What follows belongs to an exercise in optimizing a design on an open flow for small area, a short achievable clock period and few clock cycles; a production flow would make more cautious choices. The RTL was checked by simulation tests, not by an equivalence proof against the original design. No activity file was given, so power comes from the tool's default toggle rates.

== job 101 ==
// stepper_halfstep_controller_unit
module stepper_halfstep_controller_unit (
   input  logic        clock,
   input  logic        reset,
   input  logic        req_valid,
   output logic        req_ready,
   input  logic [2:0]  req_command,
   input  logic        req_motor,
   input  logic [31:0] req_step_count,
   input  logic [1:0]  req_switches_0,
   input  logic [1:0]  req_switches_1,
   output logic        rsp_valid,
   input  logic        rsp_ready,
   output logic [3:0]  rsp_coils_0,
   output logic [3:0]  rsp_coils_1,
   output logic [1:0]  rsp_status,
   output logic [31:0] rsp_position,
   output logic [31:0] rsp_steps_remaining,
   output logic [2:0]  rsp_motor_mode,
   output logic [1:0]  rsp_direction,
   output logic [15:0] rsp_current_period,
   input  logic        csr_we,
   input  logic [1:0]  csr_index,
   input  logic [15:0] csr_wdata
);
export LEC_CHECK = 0
export CAP_MARGIN = 20
export CORE_MARGIN = 2
export CORE_UTILIZATION = 40
export CTS_CLUSTER_DIAMETER = 120
export CTS_CLUSTER_SIZE = 24
export SLEW_MARGIN = 20
create_clock -name core_clock -period 11.5 [get_ports {clock}]
standard.sh (not shown) runs the stock make flow with config.mk's settings and CLKGATE_MAP_FILE= SYNTH_SCRIPT=/design/flow/synth_recipe.tcl, a recipe that flattens the netlist after the stock synthesis.
==> flow/flow/run.sh <==
#!/bin/bash
# The standard layout, with a tighter setup-repair target than the
# clock period (the SDC is unchanged) and plain buffers on the ports.
export SETUP_SLACK_MARGIN=7.4
export BUFFER_PORTS_ARGS="-buffer_cell sky130_fd_sc_hd__buf_2"
bash standard.sh > standard_run.log 2>&1
Job 101 ran to completion and came out clean on the timing, DRC and antenna checks.
Testbench counts of job 101, summed over its fixed seeds: cycles 24,016.
Inputs modified between job 101 and job 102:
- CTS_CLUSTER_SIZE changed from 24 to 20
- CTS_CLUSTER_DIAMETER changed from 120 to 100
--- a/flow/flow/run.sh
+++ b/flow/flow/run.sh
@@ -4,3 +4,3 @@
 export SETUP_SLACK_MARGIN=7.4
-export BUFFER_PORTS_ARGS="-buffer_cell sky130_fd_sc_hd__buf_2"
+export BUFFER_PORTS_ARGS="-buffer_cell sky130_fd_sc_hd__buf_1"
 bash standard.sh > standard_run.log 2>&1
--- outcome ---
- On job 102: design area is 1.3% higher than what job 101 gave.
- In job 102 the area growth from synthesis to layout turned out 1.4 points higher than in job 101.
- Going from job 101 to job 102, number of buffers created by CTS +21%; clock slew seen by the registers of the worst setup and hold paths -20 ps; worst setup slack -120 ps; slew at the pin closest to its max-slew limit +43 ps; detailed-placement wirelength estimate -0.65%.
- In the final design statistics, job 102 uses more standard cells in total than job 101.
- In the tables for job 101 and job 102, routed wire length on met2 reads lower with job 101.
> inputs changed (job 102 -> job 103)
- CTS_CLUSTER_SIZE removed (was 20)
- CTS_CLUSTER_DIAMETER removed (was 100)
--- a/flow/flow/run.sh
+++ b/flow/flow/run.sh
@@ -4,3 +4,3 @@
 export SETUP_SLACK_MARGIN=7.4
-export BUFFER_PORTS_ARGS="-buffer_cell sky130_fd_sc_hd__buf_1"
+export BUFFER_PORTS_ARGS="-buffer_cell sky130_fd_sc_hd__buf_2"
 bash standard.sh > standard_run.log 2>&1
[compare] base=job 102 new=job 103: combinational group share of total power decreased by 3.6 points relative to the old numbers, cell count increased by 47 relative to the old numbers. Taking job 102 as the reference point, the switching power of job 103 rises by about 13%. | total half-perimeter wirelength after legalization and detailed placement | higher: job 103 |. Going from job 102 to job 103, post-layout instance area increased 2.8%; fraction of power spent switching nets went down 2.1 points. Looking at share of layout cells above drive strength 1, job 103 sits 4.0 points higher than job 102 does. Per the comparison of job 103 with job 102, count of H-tree levels built during CTS has increased; area taken by flip-flops and latches has remained practically unchanged; clock buffer and inverter area fraction after layout has increased; total power consumption of the routed design has increased.
Input changes introduced in job 104 (baseline for comparison: job 103):
- CTS_CLUSTER_SIZE newly set to 24
- CTS_CLUSTER_DIAMETER newly set to 120
--- a/flow/flow/run.sh
+++ b/flow/flow/run.sh
@@ -4,3 +4,3 @@
 export SETUP_SLACK_MARGIN=7.4
-export BUFFER_PORTS_ARGS="-buffer_cell sky130_fd_sc_hd__buf_2"
+export BUFFER_PORTS_ARGS="-buffer_cell sky130_fd_sc_hd__buf_1"
 bash standard.sh > standard_run.log 2>&1
==> run summary <==
- Job 104 was carried through to the last stage, and its layout satisfied the timing, DRC and antenna checks.
- Job 103 finished every step from synthesis to the final layout, and the layout passed the timing, DRC and antenna checks.
- The higher portion of total power attributed to the clock network came out of job 103.
- Uppermost signal routing layer after detailed routing: met4 -> job 104, met5 -> job 103
- Run comparison: job 104 endpoint of the most critical setup path u_m0.mode[0]; job 103 endpoint of the most critical setup path rsp_motor_mode[0]
- Delta (job 104 minus job 103): final area has decreased; post-layout worst setup margin went up 73 ps; count of inserted antenna diode cells increased 1; critical path depth increased by 10 relative to the old numbers; layout-stage area growth over the synthesis result dropped 5.3 points.
- Global-route met3 utilization: job 104 < job 103
Changes in job 105 relative to job 104:
- CTS_CLUSTER_DIAMETER no longer set, was 120
- CTS_CLUSTER_SIZE no longer set, was 24
==> flow/flow/run.sh <==
#!/bin/bash
# The standard layout, with a tighter setup-repair target than the
# clock period (the SDC is unchanged) and plain buffers on the ports.
export SETUP_SLACK_MARGIN=7.8
export BUFFER_PORTS_ARGS="-buffer_cell sky130_fd_sc_hd__buf_2"
bash standard.sh > standard_run.log 2>&1
[summary]
- Against job 104, job 105 comes in 1 lower on total inserted antenna cells.
- Taking job 104 as the reference, in job 105 overall routed net length grew by about 6%; number of levels the H-tree was split into grew by 1; number of standard cells in the layout, taps in and fillers out grew by about 2.4%; delay of the slowest cell on the worst path shrank by 210 ps.
- Job 105 vs job 104, worst-case setup margin in the final layout went down by 59 ps.

-- afterwards: timing with drivers on the ports --
How much do the figures lean on ideal ports? The routed layouts below were timed once more, with nothing changed but the port constraints. Step 1 (the two cells are an assumption about what drives the block):
set clk [get_ports {clock}]
set_driving_cell -lib_cell sky130_fd_sc_hd__clkbuf_16 $clk
set_driving_cell -lib_cell sky130_fd_sc_hd__buf_2 [delete_from_list [all_inputs] $clk]
Step 2, shift: input delay + t, output delay - t, t = (earliest + latest rising clock arrival at the registers) / 2. This alone moves slack from input paths to output paths. Three values: ideal ports, drivers, drivers and shift; two values: the first two.
| run | t, ns | slack for setup (ns) | worst setup path at the end | pins driven straight from the clock port |
|---|---|---|---|---|
| job 101 | 0.655 | 7.431 / 7.369 / 6.903 | input to register | 1 |
| job 102 | 0.670 | 7.307 / 7.249 / 6.910 | input to register | 1 |
| job 103 | 0.691 | 7.368 / 7.303 / 6.880 | input to register | 1 |
| job 104 | 0.649 | 7.440 / 7.394 / 6.942 | input to register | 1 |
| job 105 | 0.680 | 7.381 / 7.320 / 7.187 | input to register | 1 |
After both steps every run listed still meets setup and hold. The setup slack of job 101, which loses most, moves by -0.062 ns with the drivers and by -0.528 ns with both steps.
